Context: an optimization exercise on an open-source flow, tuned for small area, a short achievable clock period and few clock cycles per item. The choices shown serve that exercise and are no tape-out recipe. Only simulation tests tie the RTL to the original design; equivalence was not proved. No activity file was given, so power comes from the tool's default toggle rates.

## onyx
## message_field_filter_core
module message_field_filter_core
(
    input  logic        clk,
    input  logic        rst_n,
    input  logic        cfg_we,
    input  logic [2:0]  cfg_index,
    input  logic [63:0] cfg_data,
    input  logic        in_valid,
    output logic        in_stall,
    input  logic [7:0]  data_byte,
    input  logic        last_byte,
    output logic        out_valid,
    input  logic        out_stall,
    output logic        matched,
    output logic [15:0] slice_start,
    output logic [15:0] slice_length,
    output logic [15:0] message_size,
    output logic        size_overflow
);
Size: ~900 cells after synthesis, about 0.013 mm^2 of cells after synthesis.
export LEC_CHECK = 0
export CAP_MARGIN = 20
export CORE_MARGIN = 2
export CORE_UTILIZATION = 40
export CTS_CLUSTER_DIAMETER = 60
export CTS_CLUSTER_SIZE = 30
export SLEW_MARGIN = 20
create_clock -name core_clock -period 8.5 [get_ports {clk}]
standard.sh (not shown) runs the stock make flow with config.mk's settings and CLKGATE_MAP_FILE= SYNTH_SCRIPT=/design/flow/synth_recipe.tcl, a recipe that flattens the netlist after the stock synthesis.
==> flow/flow/run.sh <==
#!/bin/bash
set -euo pipefail
export BUFFER_PORTS_ARGS="-buffer_cell sky130_fd_sc_hd__buf_2"
export SETUP_SLACK_MARGIN=5.7
bash standard.sh > flow_make.log 2>&1
In summary, onyx completed successfully, with a layout that passed the timing, DRC and antenna checks.
Testbench counts of onyx, summed over its fixed seeds: cycles 31,637, items 2,400.
diff inputs: onyx => xenon
# onyx
export LEC_CHECK = 0
export CAP_MARGIN = 20
export CORE_MARGIN = 2
export CORE_UTILIZATION = 40
export CTS_CLUSTER_DIAMETER = 60
export CTS_CLUSTER_SIZE = 30
export SLEW_MARGIN = 20
create_clock -name core_clock -period 8.5 [get_ports {clk}]
# xenon
export LEC_CHECK = 0
export CAP_MARGIN = 20
export CORE_MARGIN = 2
export CORE_UTILIZATION = 40
export CTS_CLUSTER_DIAMETER = 80
export CTS_CLUSTER_SIZE = 24
export SLEW_MARGIN = 20
create_clock -name core_clock -period 8.5 [get_ports {clk}]
==> flow/flow/run.sh <==
#!/bin/bash
set -euo pipefail
export BUFFER_PORTS_ARGS="-buffer_cell sky130_fd_sc_hd__buf_2"
export SETUP_SLACK_MARGIN=5.8
bash standard.sh > flow_make.log 2>&1
--- outcome ---
In the flow results for xenon and onyx, the power share of the clock group is smaller on xenon.
| ratio of total power to cell area | xenon vs onyx | 6.8% lower |
Changes observed in xenon relative to onyx: clock insertion delay at the later pin of the skew report dropped 40 ps; met1 layer wirelength in the final routing dropped 2.9%; post-synthesis share of cell area spent on full adders, half adders and majority gates barely changed.
Diff onyx -> xenon | final area | decrease of 370 um^2
Wire length of the first global-routing pass for xenon is lower than for onyx.
Relative to onyx, the fraction of final layout cells with drive strength greater than 1 of xenon is lower by 1.3 points.
xenon vs onyx, instance count: xenon lower
Global placement routability congestion (xenon vs. onyx) decreases by a few percent
Internal power component shrinks by a little under 10% when moving from onyx to xenon.

* * *

maple:
message_field_filter_core, a different RTL version from the one above (not shown whole).
Size: about 300 flip-flops, about 130 I/O pins, ~13000 µm² of cells after synthesis.
Settings: LEC_CHECK=0, CAP_MARGIN=20, CORE_MARGIN=2, CORE_UTILIZATION=60, CTS_CLUSTER_DIAMETER=80, CTS_CLUSTER_SIZE=24, SLEW_MARGIN=20; clock period 8.5 ns.
==> flow/flow/run.sh <==
#!/bin/bash
set -euo pipefail
export BUFFER_PORTS_ARGS="-buffer_cell sky130_fd_sc_hd__buf_2"
export SETUP_SLACK_MARGIN=5.8
bash standard.sh > flow_make.log 2>&1
Testbench counts of maple, summed over its fixed seeds: cycles 31,637, items 2,400.
The inputs of cedar differ from those of maple as listed below.
- a change of CORE_UTILIZATION from 60 to 40
==> flow/flow/run.sh <==
#!/bin/bash
set -euo pipefail
export BUFFER_PORTS_ARGS="-buffer_cell sky130_fd_sc_hd__buf_2"
export SETUP_SLACK_MARGIN=5.74
bash standard.sh > flow_make.log 2>&1
cedar finished every stage and its layout cleared the timing, DRC and antenna checks. Slack of the critical path essentially unchanged between cedar and maple. Sequential cell area in the final layout delta (maple -> cedar): insignificant. Diff maple..cedar | largest fanout on the critical path | unchanged. Global-route wire length before repair is lower on cedar. Internal power summed over all cells sits higher in cedar than in maple. From maple to cedar the numbers moved as follows: routed length on met1 +21%; worst hold slack -0.012 ns; final period utilization ~0 delta. A highest routing layer actually used of met5 is what maple shows, while met4 belongs to cedar.
For ember, these inputs were changed with respect to cedar:
- a change of CORE_UTILIZATION from 40 to 50
- a change of CTS_CLUSTER_DIAMETER from 80 to 60
- a change of CTS_CLUSTER_SIZE from 24 to 40
==> flow/flow/run.sh <==
#!/bin/bash
set -euo pipefail
export BUFFER_PORTS_ARGS="-buffer_cell sky130_fd_sc_hd__buf_1"
export SETUP_SLACK_MARGIN=5.8
bash standard.sh > flow_make.log 2>&1
==> comparison <==
- ember ran to completion and came out clean on the timing, DRC and antenna checks.
- cedar → ember: total power after layout saw an increase, total of cells resized after clock tree synthesis saw an increase, multi-input combinational area share saw little to no change.
#### Input delta (harbor over ember)
- a change of CTS_CLUSTER_DIAMETER from 60 to 80
- a change of CTS_CLUSTER_SIZE from 40 to 24
==> flow/flow/run.sh <==
#!/bin/bash
set -euo pipefail
export BUFFER_PORTS_ARGS="-buffer_cell sky130_fd_sc_hd__buf_2"
export SETUP_SLACK_MARGIN=5.8
bash standard.sh > flow_make.log 2>&1
==> comparison <==
- harbor vs ember on met3 layer usage reported by global route: harbor is the lower one.
- Maximum VDD drop: harbor > ember
- Changes observed in harbor relative to ember: proportion of power drawn by combinational gates has increased, die area flat.
- Where via count is concerned, ember is better than harbor.

[separate check: timing with driven ports]
No port has a modelled driver above. Below, the same layouts with a new extraction and two added sets of constraints. Step 1 sets driving cells, clkbuf_16 on the clock port and buf_2 on the other inputs (assumed; they add their load-dependent delay and slew). Step 2, shift: input delay + t, output delay - t, t = (earliest + latest rising clock arrival at the registers) / 2. This alone moves slack from input paths to output paths. a / b / c = no drivers / after step 1 / after step 2; a / b = the first two.
run	shift t [ns]	setup WS [ns]	hold slack, ns	clock arrival spread, ns	worst data-port slew with drivers (ns)
onyx	0.589	5.701 / 5.655 / 5.384	0.531 / 0.531 / 0.531	0.031 / 0.031	0.09
xenon	0.557	5.736 / 5.688 / 5.394	0.523 / 0.523 / 0.523	0.023 / 0.023	0.05
maple	0.546	5.739 / 5.692 / 5.381	0.536 / 0.536 / 0.536	0.014 / 0.013	0.06
cedar	0.562	5.737 / 5.685 / 5.394	0.524 / 0.524 / 0.524	0.027 / 0.027	0.05
ember	0.577	5.738 / 5.688 / 5.432	0.511 / 0.511 / 0.511	0.021 / 0.021	0.07
harbor	0.544	5.749 / 5.701 / 5.359	0.524 / 0.524 / 0.524	0.019 / 0.019	0.04
After both steps setup and hold are still met in every run listed. For harbor, which loses most, drivers alone change the setup slack by -0.048 ns; drivers and shift together by -0.390 ns.
